From an optimization exercise on the open Yosys and OpenROAD flow, aimed at small area and few clock cycles per item; shortcuts taken in it are not production practice. Only simulation tests tie the RTL to the original design; equivalence was not proved. No activity file was given, so power comes from the tool's default toggle rates.

==> inputs of run a <==
==> flow/design.v <==
module ppe_row_conv #(
   parameter int ADDR_W   = 4,
   parameter int PE_ADDR  = 5,
   parameter int WEIGHT_W = 8,
   parameter int FILTER_W = 5,
   parameter int IFMAP_W  = 25,
   localparam int PKT_W   = ADDR_W + 1 + IFMAP_W,
   localparam int WPP     = IFMAP_W / WEIGHT_W,
   localparam int WPKTS   = (FILTER_W + WPP - 1) / WPP,
   localparam int OFMAP_W = IFMAP_W - FILTER_W + 1,
   localparam int PSUM_W  = WEIGHT_W + $clog2(FILTER_W + 1),
   localparam int IDX_W   = $clog2(OFMAP_W)
) (
   input  logic              clk_i,
   input  logic              reset_i,
   input  logic              in_valid_i,
   output logic              in_ready_o,
   input  logic [PKT_W-1:0]  in_pkt_i,
   output logic              out_valid_o,
   input  logic              out_ready_i,
   output logic [PSUM_W-1:0] out_psum_o,
   output logic [IDX_W-1:0]  out_idx_o,
   output logic              out_last_o,
   output logic              err_nowt_o
);
   logic                half_q;             
   logic                fv_q;               
   logic                busy_q;             
   logic                err_q;
   logic [IDX_W-1:0]    idx_q;
   logic [WEIGHT_W-1:0] w_q [FILTER_W];
   logic [IFMAP_W-1:0]  row_q;
   logic                hit, acc, spk, wr, load, last, done;
   logic [PSUM_W-1:0]   psum;
   assign hit = in_pkt_i[PKT_W-1:IFMAP_W+1] == ADDR_W'(PE_ADDR);
   assign spk  = in_pkt_i[IFMAP_W];
   assign last = idx_q[4] & idx_q[2];
   assign done = last & out_ready_i;
   assign in_ready_o = ~reset_i & (~busy_q | done);
   assign acc  = in_valid_i & in_ready_o & hit;
   assign wr   = acc & ~spk;
   assign load = acc & spk & fv_q;
   always_ff @(posedge clk_i or posedge reset_i) begin
      if (reset_i) begin
         half_q <= 1'b0;
         fv_q   <= 1'b0;
         busy_q <= 1'b0;
         err_q  <= 1'b0;
      end else begin
         if (wr) begin
            fv_q   <= half_q;
            half_q <= ~half_q;
         end
         if (acc & spk & ~fv_q) err_q <= 1'b1;
         busy_q <= load | (busy_q & ~done);
      end
   end
   always_ff @(posedge clk_i) begin
      if (load) begin
         row_q <= in_pkt_i[IFMAP_W-1:0];
         idx_q <= '0;
      end else if (out_ready_i) begin
         row_q <= row_q >> 1;
         idx_q <= idx_q + IDX_W'(1);
      end
      for (int k = 0; k < FILTER_W; k++)
         if (wr && half_q == (k >= WPP)) w_q[k] <= in_pkt_i[WEIGHT_W*(k%WPP) +: WEIGHT_W];
   end
   logic [WEIGHT_W-1:0] pp [FILTER_W];
   always_comb for (int k = 0; k < FILTER_W; k++) pp[k] = w_q[k] & {WEIGHT_W{row_q[k]}};
   logic hs1, hc2, fs3, fc4, fs5, fc6, fs7, fc8, fs9, fc10, fs11, fc12, fs13, fc14, fs15, fc16, hs17, hc18, fs19, fc20, fs21, fc22, fs23, fc24, fs25, fc26, fs27, fc28, fs29, fc30, fs31, fc32, hs33, hc34, fs35, fc36, fs37, fc38, fs39, fc40, fs41, fc42, fs43, fc44, fs45, fc46, fs47, fc48, hs49, hc50, hs51, hc52, fs53, fc54, fs55, fc56, fs57, fc58, fs59, fc60, fs61, fc62, fs63, fc64, fs65, fc66, fs67, fc68, hs69, hc70;
   assign hs1 = pp[0][0] ^ pp[1][0];
   assign hc2 = pp[0][0] & pp[1][0];
   assign fs3 = pp[0][1] ^ pp[1][1] ^ pp[2][1];
   assign fc4 = (pp[0][1] & pp[1][1]) | (pp[0][1] & pp[2][1]) | (pp[1][1] & pp[2][1]);
   assign fs5 = pp[0][2] ^ pp[1][2] ^ pp[2][2];
   assign fc6 = (pp[0][2] & pp[1][2]) | (pp[0][2] & pp[2][2]) | (pp[1][2] & pp[2][2]);
   assign fs7 = pp[0][3] ^ pp[1][3] ^ pp[2][3];
   assign fc8 = (pp[0][3] & pp[1][3]) | (pp[0][3] & pp[2][3]) | (pp[1][3] & pp[2][3]);
   assign fs9 = pp[0][4] ^ pp[1][4] ^ pp[2][4];
   assign fc10 = (pp[0][4] & pp[1][4]) | (pp[0][4] & pp[2][4]) | (pp[1][4] & pp[2][4]);
   assign fs11 = pp[0][5] ^ pp[1][5] ^ pp[2][5];
   assign fc12 = (pp[0][5] & pp[1][5]) | (pp[0][5] & pp[2][5]) | (pp[1][5] & pp[2][5]);
   assign fs13 = pp[0][6] ^ pp[1][6] ^ pp[2][6];
   assign fc14 = (pp[0][6] & pp[1][6]) | (pp[0][6] & pp[2][6]) | (pp[1][6] & pp[2][6]);
   assign fs15 = pp[0][7] ^ pp[1][7] ^ pp[2][7];
   assign fc16 = (pp[0][7] & pp[1][7]) | (pp[0][7] & pp[2][7]) | (pp[1][7] & pp[2][7]);
   assign hs17 = pp[2][0] ^ pp[3][0];
   assign hc18 = pp[2][0] & pp[3][0];
   assign fs19 = pp[3][1] ^ pp[4][1] ^ fs3;
   assign fc20 = (pp[3][1] & pp[4][1]) | (pp[3][1] & fs3) | (pp[4][1] & fs3);
   assign fs21 = pp[3][2] ^ pp[4][2] ^ fs5;
   assign fc22 = (pp[3][2] & pp[4][2]) | (pp[3][2] & fs5) | (pp[4][2] & fs5);
   assign fs23 = pp[3][3] ^ pp[4][3] ^ fs7;
   assign fc24 = (pp[3][3] & pp[4][3]) | (pp[3][3] & fs7) | (pp[4][3] & fs7);
   assign fs25 = pp[3][4] ^ pp[4][4] ^ fs9;
   assign fc26 = (pp[3][4] & pp[4][4]) | (pp[3][4] & fs9) | (pp[4][4] & fs9);
   assign fs27 = pp[3][5] ^ pp[4][5] ^ fs11;
   assign fc28 = (pp[3][5] & pp[4][5]) | (pp[3][5] & fs11) | (pp[4][5] & fs11);
   assign fs29 = pp[3][6] ^ pp[4][6] ^ fs13;
   assign fc30 = (pp[3][6] & pp[4][6]) | (pp[3][6] & fs13) | (pp[4][6] & fs13);
   assign fs31 = pp[3][7] ^ pp[4][7] ^ fs15;
   assign fc32 = (pp[3][7] & pp[4][7]) | (pp[3][7] & fs15) | (pp[4][7] & fs15);
   assign hs33 = pp[4][0] ^ hs1;
   assign hc34 = pp[4][0] & hs1;
   assign fs35 = hc2 ^ fs19 ^ hc18;
   assign fc36 = (hc2 & fs19) | (hc2 & hc18) | (fs19 & hc18);
   assign fs37 = fc4 ^ fs21 ^ fc20;
   assign fc38 = (fc4 & fs21) | (fc4 & fc20) | (fs21 & fc20);
   assign fs39 = fc6 ^ fs23 ^ fc22;
   assign fc40 = (fc6 & fs23) | (fc6 & fc22) | (fs23 & fc22);
   assign fs41 = fc8 ^ fs25 ^ fc24;
   assign fc42 = (fc8 & fs25) | (fc8 & fc24) | (fs25 & fc24);
   assign fs43 = fc10 ^ fs27 ^ fc26;
   assign fc44 = (fc10 & fs27) | (fc10 & fc26) | (fs27 & fc26);
   assign fs45 = fc12 ^ fs29 ^ fc28;
   assign fc46 = (fc12 & fs29) | (fc12 & fc28) | (fs29 & fc28);
   assign fs47 = fc14 ^ fs31 ^ fc30;
   assign fc48 = (fc14 & fs31) | (fc14 & fc30) | (fs31 & fc30);
   assign hs49 = fc16 ^ fc32;
   assign hc50 = fc16 & fc32;
   assign hs51 = hs17 ^ hs33;
   assign hc52 = hs17 & hs33;
   assign fs53 = fs35 ^ hc34 ^ hc52;
   assign fc54 = (fs35 & hc34) | (fs35 & hc52) | (hc34 & hc52);
   assign fs55 = fs37 ^ fc36 ^ fc54;
   assign fc56 = (fs37 & fc36) | (fs37 & fc54) | (fc36 & fc54);
   assign fs57 = fs39 ^ fc38 ^ fc56;
   assign fc58 = (fs39 & fc38) | (fs39 & fc56) | (fc38 & fc56);
   assign fs59 = fs41 ^ fc40 ^ fc58;
   assign fc60 = (fs41 & fc40) | (fs41 & fc58) | (fc40 & fc58);
   assign fs61 = fs43 ^ fc42 ^ fc60;
   assign fc62 = (fs43 & fc42) | (fs43 & fc60) | (fc42 & fc60);
   assign fs63 = fs45 ^ fc44 ^ fc62;
   assign fc64 = (fs45 & fc44) | (fs45 & fc62) | (fc44 & fc62);
   assign fs65 = fs47 ^ fc46 ^ fc64;
   assign fc66 = (fs47 & fc46) | (fs47 & fc64) | (fc46 & fc64);
   assign fs67 = hs49 ^ fc48 ^ fc66;
   assign fc68 = (hs49 & fc48) | (hs49 & fc66) | (fc48 & fc66);
   assign hs69 = hc50 ^ fc68;
   assign hc70 = hc50 & fc68;
   assign psum = {hc70, hs69, fs67, fs65, fs63, fs61, fs59, fs57, fs55, fs53, hs51};
   assign out_valid_o = busy_q;
   assign out_psum_o  = psum;
   assign out_idx_o   = idx_q;
   assign out_last_o  = last;
   assign err_nowt_o  = err_q;
endmodule
==> flow/flow/run.sh <==
#!/bin/bash
# Own layout flow: the standard flow (standard.sh, unchanged synthesis) with
#  - every port still buffered, with the smallest buffer cell (buf_1),
#  - no CTS dummy loads,
#  - downsizing of non-critical gates after global routing (RECOVER_POWER).
# ORFS's output goes to standard.log here; its per-step logs stay under orfs/logs.
set -euo pipefail
export BUFFER_PORTS_ARGS="-buffer_cell sky130_fd_sc_hd__buf_1"
export CTS_ARGS="-sink_clustering_enable -repair_clock_nets -dont_use_dummy_load"
export RECOVER_POWER=100
bash standard.sh > standard.log 2>&1
==> flow/standard.sh <==
#!/bin/bash
# synth_recipe.tcl (not shown) runs the flow's synth.tcl, then flattens the netlist and writes it again
# the make line also repeats each setting of config.mk as NAME=value (left out here)
make -C /OpenROAD-flow-scripts/flow DESIGN_CONFIG=/design/flow/config.mk WORK_HOME=/design/flow/orfs CLKGATE_MAP_FILE= SYNTH_SCRIPT=/design/flow/synth_recipe.tcl "${@:-finish}"
==> flow/config.mk <==
export PLATFORM = sky130hd
export DESIGN_NAME = ppe_row_conv
export DESIGN_NICKNAME = ppe_row_conv
export VERILOG_FILES = /design/flow/design.v
export SDC_FILE = /design/flow/constraint.sdc
export NUM_CORES = 4
export LEC_CHECK = 0
export CAP_MARGIN = 20
export CORE_MARGIN = 2
export CORE_UTILIZATION = 40
export SETUP_SLACK_MARGIN = 0.2
export SLEW_MARGIN = 20
==> flow/constraint.sdc <==
create_clock -name core_clock -period 7.5 [get_ports {clk_i}]
set_input_delay 1.5000 -clock core_clock [delete_from_list [all_inputs] [get_ports {clk_i}]]
set_output_delay 1.5000 -clock core_clock [all_outputs]
set_load 0.01 [all_outputs]
==> run b (differences from run a) <==
==> flow/flow/run.sh (replaced) <==
#!/bin/bash
# Own layout flow: the standard flow (standard.sh, unchanged synthesis) with
#  - every port still buffered, with the smallest buffer cell (buf_1),
#  - no CTS dummy loads.
# ORFS's output goes to standard.log here; its per-step logs stay under orfs/logs.
set -euo pipefail
export BUFFER_PORTS_ARGS="-buffer_cell sky130_fd_sc_hd__buf_1"
export CTS_ARGS="-sink_clustering_enable -repair_clock_nets -dont_use_dummy_load"
bash standard.sh > standard.log 2>&1
==> run c (differences from run a) <==
==> flow/flow/run.sh (replaced) <==
#!/bin/bash
# Own layout flow: the standard flow (standard.sh, unchanged synthesis) with
#  - every port still buffered, with the smallest buffer cell (buf_1),
#  - no CTS dummy loads, clock tree of clkbuf_4 cells.
# ORFS's output goes to standard.log here; its per-step logs stay under orfs/logs.
set -euo pipefail
export BUFFER_PORTS_ARGS="-buffer_cell sky130_fd_sc_hd__buf_1"
export CTS_ARGS="-sink_clustering_enable -repair_clock_nets -dont_use_dummy_load -buf_list sky130_fd_sc_hd__clkbuf_4"
bash standard.sh > standard.log 2>&1
==> run d (differences from run a) <==
==> flow/design.v (replaced) <==
module ppe_row_conv #(
   parameter int ADDR_W   = 4,
   parameter int PE_ADDR  = 5,
   parameter int WEIGHT_W = 8,
   parameter int FILTER_W = 5,
   parameter int IFMAP_W  = 25,
   localparam int PKT_W   = ADDR_W + 1 + IFMAP_W,
   localparam int WPP     = IFMAP_W / WEIGHT_W,
   localparam int WPKTS   = (FILTER_W + WPP - 1) / WPP,
   localparam int OFMAP_W = IFMAP_W - FILTER_W + 1,
   localparam int PSUM_W  = WEIGHT_W + $clog2(FILTER_W + 1),
   localparam int IDX_W   = $clog2(OFMAP_W)
) (
   input  logic              clk_i,
   input  logic              reset_i,
   input  logic              in_valid_i,
   output logic              in_ready_o,
   input  logic [PKT_W-1:0]  in_pkt_i,
   output logic              out_valid_o,
   input  logic              out_ready_i,
   output logic [PSUM_W-1:0] out_psum_o,
   output logic [IDX_W-1:0]  out_idx_o,
   output logic              out_last_o,
   output logic              err_nowt_o
);
   localparam int CW = $clog2(WPKTS + 1);
   logic [CW-1:0]       wcnt_q;             
   logic                fv_q;               
   logic                busy_q;             
   logic                err_q;
   logic [IDX_W-1:0]    idx_q;
   logic [WEIGHT_W-1:0] w_q [FILTER_W];
   logic [IFMAP_W-1:0]  row_q;
   logic                hit, acc, spk, wr, load, last, done;
   logic [PSUM_W-1:0]   psum;
   assign hit = in_pkt_i[PKT_W-1:IFMAP_W+1] == ADDR_W'(PE_ADDR);
   assign spk  = in_pkt_i[IFMAP_W];
   assign last = idx_q == IDX_W'(OFMAP_W - 1);
   assign done = last & out_ready_i;
   assign in_ready_o = ~reset_i & (~busy_q | done);
   assign acc  = in_valid_i & in_ready_o & hit;
   assign wr   = acc & ~spk;
   assign load = acc & spk & fv_q;
   always_ff @(posedge clk_i or posedge reset_i) begin
      if (reset_i) begin
         wcnt_q <= '0;
         fv_q   <= 1'b0;
         busy_q <= 1'b0;
         err_q  <= 1'b0;
      end else begin
         if (wr) begin
            fv_q   <= wcnt_q == CW'(WPKTS - 1);
            wcnt_q <= (wcnt_q == CW'(WPKTS - 1)) ? '0 : wcnt_q + CW'(1);
         end
         if (acc & spk & ~fv_q) err_q <= 1'b1;
         busy_q <= load | (busy_q & ~done);
      end
   end
   always_ff @(posedge clk_i) begin
      if (load) begin
         row_q <= in_pkt_i[IFMAP_W-1:0];
         idx_q <= '0;
      end else if (out_ready_i) begin
         row_q <= row_q >> 1;
         idx_q <= idx_q + IDX_W'(1);
      end
      for (int k = 0; k < FILTER_W; k++)
         if (wr && wcnt_q == CW'(k / WPP)) w_q[k] <= in_pkt_i[WEIGHT_W*(k%WPP) +: WEIGHT_W];
   end
   always_comb begin
      psum = '0;
      for (int k = 0; k < FILTER_W; k++)
         psum = psum + (row_q[k] ? PSUM_W'(w_q[k]) : '0);
   end
   assign out_valid_o = busy_q;
   assign out_psum_o  = psum;
   assign out_idx_o   = idx_q;
   assign out_last_o  = last;
   assign err_nowt_o  = err_q;
endmodule
==> flow/run.sh (new file) <==
#!/bin/bash
# synth_recipe.tcl (not shown) runs the flow's synth.tcl, then flattens the netlist and writes it again
# the make line also repeats each setting of config.mk as NAME=value (left out here)
make -C /OpenROAD-flow-scripts/flow DESIGN_CONFIG=/design/flow/config.mk WORK_HOME=/design/flow/orfs CLKGATE_MAP_FILE= SYNTH_SCRIPT=/design/flow/synth_recipe.tcl finish
removed: flow/flow/run.sh
removed: flow/standard.sh
==> qor summary <==
quantity                                                                                             run a          run c          run d          run b
Library cell used as clock root buffer                                                            clkbuf_8       clkbuf_4       clkbuf_8       clkbuf_8
Reg-to-Reg Start                                                                                  idx_q[2]       idx_q[2]       idx_q[0]       idx_q[2]
Number of instances in the synthesized netlist                                                         254            254            279            254
Worst EP arrival                                                                                   5.66 ns        5.64 ns        4.56 ns        5.62 ns
Total of plain and repair buffers excluding clock buffers                                               57             57             56             57
Internal power                                                                                      648 uW         597 uW         861 uW         648 uW
Metal-1 WL                                                                                    2890 microns   2870 microns   3160 microns   2870 microns
Overall via count from detail_route                                                                   1947           1942           2151           1948
Status                                                                            finished with violations  no timing/DRC/antenna violations  no timing/DRC/antenna violations  no timing/DRC/antenna violations
Reasons for failing layout checks                          max-capacitance violations, max-slew violations              -              -              -
RePlAce Congestion                                                                                   0.720          0.720          0.761          0.720
Cell count along the critical path                                                                      18             18             14             18
Switching share of total power                                                                       0.265          0.279          0.254          0.265
Ys async rst share                                                                                  0.0541         0.0541         0.0667         0.0541
Most prevalent standard cell on the critical path                                                     fa_1           fa_2           fa_1           fa_1
Instance area after placement                                                                0.00398 sq mm  0.00398 sq mm  0.00460 sq mm  0.00398 sq mm
GRT met2 Usage                                                                                       0.209          0.209          0.208          0.209
Power per Cell Area                                                                            215 mW/mm^2    203 mW/mm^2    239 mW/mm^2    214 mW/mm^2
Total area of multi-input combinational cells                                                0.00136 sq mm  0.00138 sq mm  0.00159 sq mm  0.00137 sq mm
Standard-cell row count                                                                                 35             35             36             35
End of the worst register-to-register path                                                       row_q[20]      row_q[21]       row_q[1]      row_q[21]
Initial Utilization                                                                                  0.409          0.409          0.406          0.409
Synthesized area divided by synthesized cell count                                              14.8 sq um     14.8 sq um     14.0 sq um     14.8 sq um
Worst supply voltage drop on vdd                                                                0.000149 V     0.000152 V     0.000140 V     0.000149 V
Buffers plus inverters on the worst setup path                                                           5              5              4              5
Portion of the layout cell area used by non-clock buffers                                           0.0540         0.0565          0.114         0.0558
Number of sequential cells                                                                              74             74             75             74
Testbench counts of run a, summed over its fixed seeds: cycles 8,120, rows 384.
Testbench counts of run b, summed over its fixed seeds: cycles 8,120, rows 384.
Testbench counts of run c, summed over its fixed seeds: cycles 8,120, rows 384.
Testbench counts of run d, summed over its fixed seeds: cycles 8,120, rows 384.

afterwards: timing with drivers on the ports:
How much do the figures lean on ideal ports? The routed layouts below were timed once more, with nothing changed but the port constraints.
Step 1: set_driving_cell puts a clkbuf_16 on clk_i and a buf_2 on each other input, an assumption about the parent block.
Step 2 adds t to the input delays and takes it off the output delays; t is the mean of the earliest and latest rising clock arrival at the registers after step 1. Input paths then give back, and output paths get back, about the clock's delay inside the block.
a / b / c = ideal / step 1 / step 2; a / b = the first two.
run | t, ns | slack for setup (ns) | worst hold slack (ns) | slew at the worst register clock pin (ns)
run a | 0.352 | 0.341 / 0.312 / 0.664 | 0.473 / 0.473 / 0.473 | 0.07 / 0.07
run b | 0.351 | 0.384 / 0.355 / 0.706 | 0.473 / 0.473 / 0.473 | 0.07 / 0.07
run c | 0.417 | 0.358 / 0.330 / 0.748 | 0.482 / 0.482 / 0.482 | 0.11 / 0.11
run d | 0.363 | 1.441 / 1.415 / 1.778 | 0.484 / 0.484 / 0.484 | 0.08 / 0.08
